Background: an optimization exercise with open tools, aiming at small area, a short achievable clock period and few clock cycles. Do not read the settings as production practice.
Power figures rest on the tool's default switching activity, not on a simulated workload.

## the previous run
==> module kmp_substring_search, before the edit <==
module kmp_substring_search
(
    input  wire                 i_clk,
    input  wire                 i_rst_n,
    input  wire                 i_cfg_we,
    input  wire [1:0]           i_cfg_index,
    input  wire [63:0]          i_cfg_data,
    input  wire                 i_text_valid,
    input  wire [7:0]           i_text_byte,
    input  wire                 i_text_is_final,
    output wire                 o_text_ready,
    output wire                 o_result_valid,
    output wire                 o_result_found,
    output wire [15:0]          o_result_index,
    input  wire                 i_result_ready
);
    logic [63:0] r_pat_lo;
    logic [63:0] r_pat_hi;
    logic        r_lo_ok;      
    logic        r_hi_ok;      
    logic [4:0]  r_nn;         
    logic        r_clear_d;    
    logic        cfg_hit;
    logic [4:0]  cfg_len;
    logic [4:0]  cfg_nn;
    assign cfg_hit = i_cfg_we && (i_cfg_index != 2'd3);
    assign cfg_len = (i_cfg_data[4] && |i_cfg_data[3:0]) ? 5'd16 : i_cfg_data[4:0];
    always_comb begin
        logic lower;
        lower = 1'b0;
        for (int i = 0; i < 5; i++) begin
            cfg_nn[i] = cfg_len[i] ^ lower;
            lower     = lower | cfg_len[i];
        end
    end
    always_ff @(posedge i_clk) begin
        if (i_cfg_we && i_cfg_index == 2'd0) r_pat_lo <= i_cfg_data;
        if (i_cfg_we && i_cfg_index == 2'd1) r_pat_hi <= i_cfg_data;
    end
    always_ff @(posedge i_clk) begin
        if (!i_rst_n) begin
            r_lo_ok   <= 1'b0;
            r_hi_ok   <= 1'b0;
            r_nn      <= '0;
            r_clear_d <= 1'b0;
        end else begin
            r_clear_d <= cfg_hit;
            if (i_cfg_we && i_cfg_index == 2'd0) r_lo_ok <= 1'b1;
            if (i_cfg_we && i_cfg_index == 2'd1) r_hi_ok <= 1'b1;
            if (i_cfg_we && i_cfg_index == 2'd2) r_nn <= cfg_nn;
        end
    end
    logic [15:0] m_last;
    logic        n_zero;
    logic        n_le1;
    always_comb begin
        for (int k = 0; k < 16; k++) begin
            m_last[k] = (r_nn == 5'(32 - (k + 1)));
        end
    end
    assign n_zero = (r_nn == 5'd0);
    assign n_le1  = (r_nn == 5'd0) || (r_nn == 5'd31);
    logic [15:0] q_start;
    logic        q_at_sat;
    always_comb begin
        logic lower;
        lower = 1'b1;
        for (int i = 0; i < 5; i++) begin
            q_start[i] = !n_zero && (r_nn[i] ^ lower);
            lower      = lower & r_nn[i];
        end
    end
    assign q_start[15:5] = {11{!n_le1}};
    logic        r_rdy;
    logic        r_frz;
    logic        r_v1, r_f1;
    logic [7:0]  r_b1;
    logic [15:0] r_d;
    logic        r_v2, r_f2, r_h2;
    logic        r_ans;
    logic [15:0] r_q;          
    logic [4:0]  r_r;          
    logic        r_stale;      
    logic        r_out_valid;
    logic        r_out_found;
    logic [15:0] eq;
    logic        zb;
    logic [15:0] dn;
    logic        hit1;
    assign zb = (r_b1 == 8'd0);
    always_comb begin
        for (int k = 0; k < 8; k++) begin
            eq[k]     = r_lo_ok ? (r_b1 == r_pat_lo[8*k +: 8]) : zb;
            eq[k + 8] = r_hi_ok ? (r_b1 == r_pat_hi[8*k +: 8]) : zb;
        end
    end
    assign dn   = {r_d[14:0], 1'b1} & eq;
    assign hit1 = n_zero || |(dn & m_last);
    logic decide2;
    logic issue;
    logic ans_n;
    assign decide2 = r_v2 && !r_ans && (r_h2 || r_f2);
    assign issue   = !r_frz && decide2;
    assign ans_n   = (!r_frz && r_v2) ? (!r_f2 && (r_ans || r_h2)) : r_ans;
    logic proc2;
    logic cnt2;
    logic new2;
    logic release_q;
    logic [4:0] r_n;
    logic [4:0] r_inc;
    logic       r_n_pos;       
    logic stale_n;
    logic hold_n;
    logic maybe_n;
    logic out_valid_n;
    assign proc2       = !r_frz && r_v2;
    assign cnt2        = proc2 && !r_ans && !r_f2;
    assign new2        = issue ? r_f2 : (proc2 && r_f2);    
    assign release_q   = r_stale && !r_out_valid;
    assign r_inc[0] = !r_r[0];
    for (genvar i = 1; i < 5; i++) begin : g_rinc
        assign r_inc[i] = r_r[i] ^ (&r_r[i-1:0]);
    end
    assign r_n         = new2 ? q_start[4:0] : (cnt2 ? r_inc : r_r);
    assign r_n_pos     = new2 ? n_le1 : (!r_r[4] || (cnt2 && &r_r));
    assign stale_n     = (r_stale && !release_q) || (new2 && (issue || r_out_valid));
    assign out_valid_n = issue || (r_out_valid && !i_result_ready);
    assign hold_n      = out_valid_n || stale_n;
    assign maybe_n     = r_frz ? (r_v2 && !r_ans && (r_f2 || !r_r[4]))
                               : (r_v1 && !ans_n && (r_f1 || r_n_pos));
    logic [15:0] q_inc;
    logic [15:0] q_carry;
    assign q_at_sat = (&r_q[15:5]) && (r_q[4:0] == r_nn);
    assign q_carry[0] = !q_at_sat;
    for (genvar i = 1; i < 16; i++) begin : g_carry
        assign q_carry[i] = !q_at_sat && (&r_q[i-1:0]);
    end
    assign q_inc = r_q ^ q_carry;
    always_ff @(posedge i_clk) begin
        if (!i_rst_n) begin
            r_rdy       <= 1'b0;
            r_frz       <= 1'b0;
            r_v1        <= 1'b0;
            r_v2        <= 1'b0;
            r_d         <= '0;
            r_ans       <= 1'b0;
            r_out_valid <= 1'b0;
        end else if (cfg_hit) begin
            r_rdy       <= 1'b1;
            r_frz       <= 1'b0;
            r_v1        <= 1'b0;
            r_v2        <= 1'b0;
            r_d         <= '0;
            r_ans       <= 1'b0;
            r_out_valid <= out_valid_n;
        end else begin
            r_frz       <= hold_n && maybe_n;
            r_rdy       <= !(hold_n && maybe_n);
            r_out_valid <= out_valid_n;
            if (!r_frz) begin
                r_v1 <= i_text_valid && r_rdy;
                r_v2 <= r_v1;
                if (r_v1) r_d <= r_f1 ? 16'd0 : dn;
            end
            r_ans <= ans_n;
        end
    end
    always_ff @(posedge i_clk) begin
        if (!i_rst_n) begin
            r_q     <= '0;
            r_stale <= 1'b0;
        end else if (r_clear_d) begin
            r_q     <= q_start;
            r_stale <= 1'b0;
        end else begin
            r_stale <= stale_n;
            if (issue) begin
                if (!r_h2) r_q <= '0;
            end else if (release_q) begin
                r_q <= cnt2 ? {{11{r_inc[4]}}, r_inc} : {{11{r_r[4]}}, r_r};
            end else if (proc2 && !r_out_valid) begin
                if (r_f2)        r_q <= q_start;
                else if (!r_ans) r_q <= q_inc;
            end
        end
    end
    always_ff @(posedge i_clk) begin
        r_r <= r_n;
    end
    always_ff @(posedge i_clk) begin
        if (!r_frz) begin
            r_b1 <= i_text_byte;
            r_f1 <= i_text_is_final;
            r_h2 <= hit1;
            r_f2 <= r_f1;
        end
        if (issue) r_out_found <= r_h2;
    end
    assign o_text_ready   = r_rdy;
    assign o_result_valid = r_out_valid;
    assign o_result_found = r_out_found;
    assign o_result_index = r_q;
endmodule
Settings: LEC_CHECK=0, CAP_MARGIN=20, CORE_MARGIN=2, CORE_UTILIZATION=40, PLACE_DENSITY=0.6, SETUP_SLACK_MARGIN=3.6, SLEW_MARGIN=20; clock period 5.5 ns.
standard.sh (not shown) runs the stock make flow with config.mk's settings and CLKGATE_MAP_FILE= SYNTH_SCRIPT=/design/flow/synth_recipe.tcl, a recipe that flattens the netlist after the stock synthesis.
==> flow/flow/run.sh <==
#!/bin/bash
set -euo pipefail
bash standard.sh \
  "BUFFER_PORTS_ARGS=-buffer_cell sky130_fd_sc_hd__buf_1" \
  "CTS_ARGS=-sink_clustering_enable -repair_clock_nets -dont_use_dummy_load" \
  finish > standard_flow.log 2>&1
[inputs] the current run vs the previous run
--- a/flow/design.v
+++ b/flow/design.v
@@ -136,6 +136,4 @@
     logic release_q;
     logic [4:0] r_n;
-    logic [4:0] r_inc;
-    logic       r_n_pos;       
     logic stale_n;
     logic hold_n;
@@ -146,15 +144,10 @@
     assign new2        = issue ? r_f2 : (proc2 && r_f2);    
     assign release_q   = r_stale && !r_out_valid;
-    assign r_inc[0] = !r_r[0];
-    for (genvar i = 1; i < 5; i++) begin : g_rinc
-        assign r_inc[i] = r_r[i] ^ (&r_r[i-1:0]);
-    end
-    assign r_n         = new2 ? q_start[4:0] : (cnt2 ? r_inc : r_r);
-    assign r_n_pos     = new2 ? n_le1 : (!r_r[4] || (cnt2 && &r_r));
+    assign r_n         = new2 ? q_start[4:0] : r_r + {4'd0, cnt2};
     assign stale_n     = (r_stale && !release_q) || (new2 && (issue || r_out_valid));
     assign out_valid_n = issue || (r_out_valid && !i_result_ready);
     assign hold_n      = out_valid_n || stale_n;
     assign maybe_n     = r_frz ? (r_v2 && !r_ans && (r_f2 || !r_r[4]))
-                               : (r_v1 && !ans_n && (r_f1 || r_n_pos));
+                               : (r_v1 && !ans_n && (r_f1 || !r_n[4]));
     logic [15:0] q_inc;
     logic [15:0] q_carry;
@@ -194,4 +187,6 @@
         end
     end
+    logic [4:0] r_inc;
+    assign r_inc = r_r + 5'd1;
     always_ff @(posedge i_clk) begin
         if (!i_rst_n) begin
Findings:
Comparing the previous run and the current run, the lower fraction of synthesized cell area in xor and xnor cells was measured on the previous run. Looking at the previous run and the current run, the sequential power is a wash. On static power due to leakage, the previous run and the current run are neck and neck. Routed length on met1: the previous run and the current run compared, higher one is the previous run. In the current run, cell area is lower than in the previous run. The highest-delay cell along the critical path comes out or4b_1 in one run and edfxtp_1 in the other, namely in the current run and the previous run respectively. Delta(power, the current run - the previous run) > 0. On worst setup slack, the previous run loses to the current run. The current run vs the previous run: maximum fanout encountered on the critical timing path up. The instance count of the mapped netlist on the previous run is in line with that on the current run.
Function was not checked in any run of this note: the RTL went through the layout flow alone.

-- port drivers added, routing unchanged --
No port has a modelled driver above. Below, the same layouts with a new extraction and two added sets of constraints. Step 1: set_driving_cell puts a clkbuf_16 on i_clk and a buf_2 on each other input, an assumption about the parent block. Step 2 times the ports against the registers' clock, not the clock port: input delays grow and output delays shrink by t, the midpoint of the rising clock arrivals with the driver on. a / b / c = no drivers / after step 1 / after step 2; a / b = the first two.
run | t, ns | slack for setup (ns) | clock arrival spread, ns
the previous run | 0.463 | 3.001 / 3.001 / 3.001 | 0.024 / 0.024
the current run | 0.472 | 3.094 / 3.094 / 3.050 | 0.035 / 0.035
After both steps setup and hold are still met in every run listed. The setup slack of the current run, which loses most, moves by 0.000 ns with the drivers and by -0.044 ns with both steps.
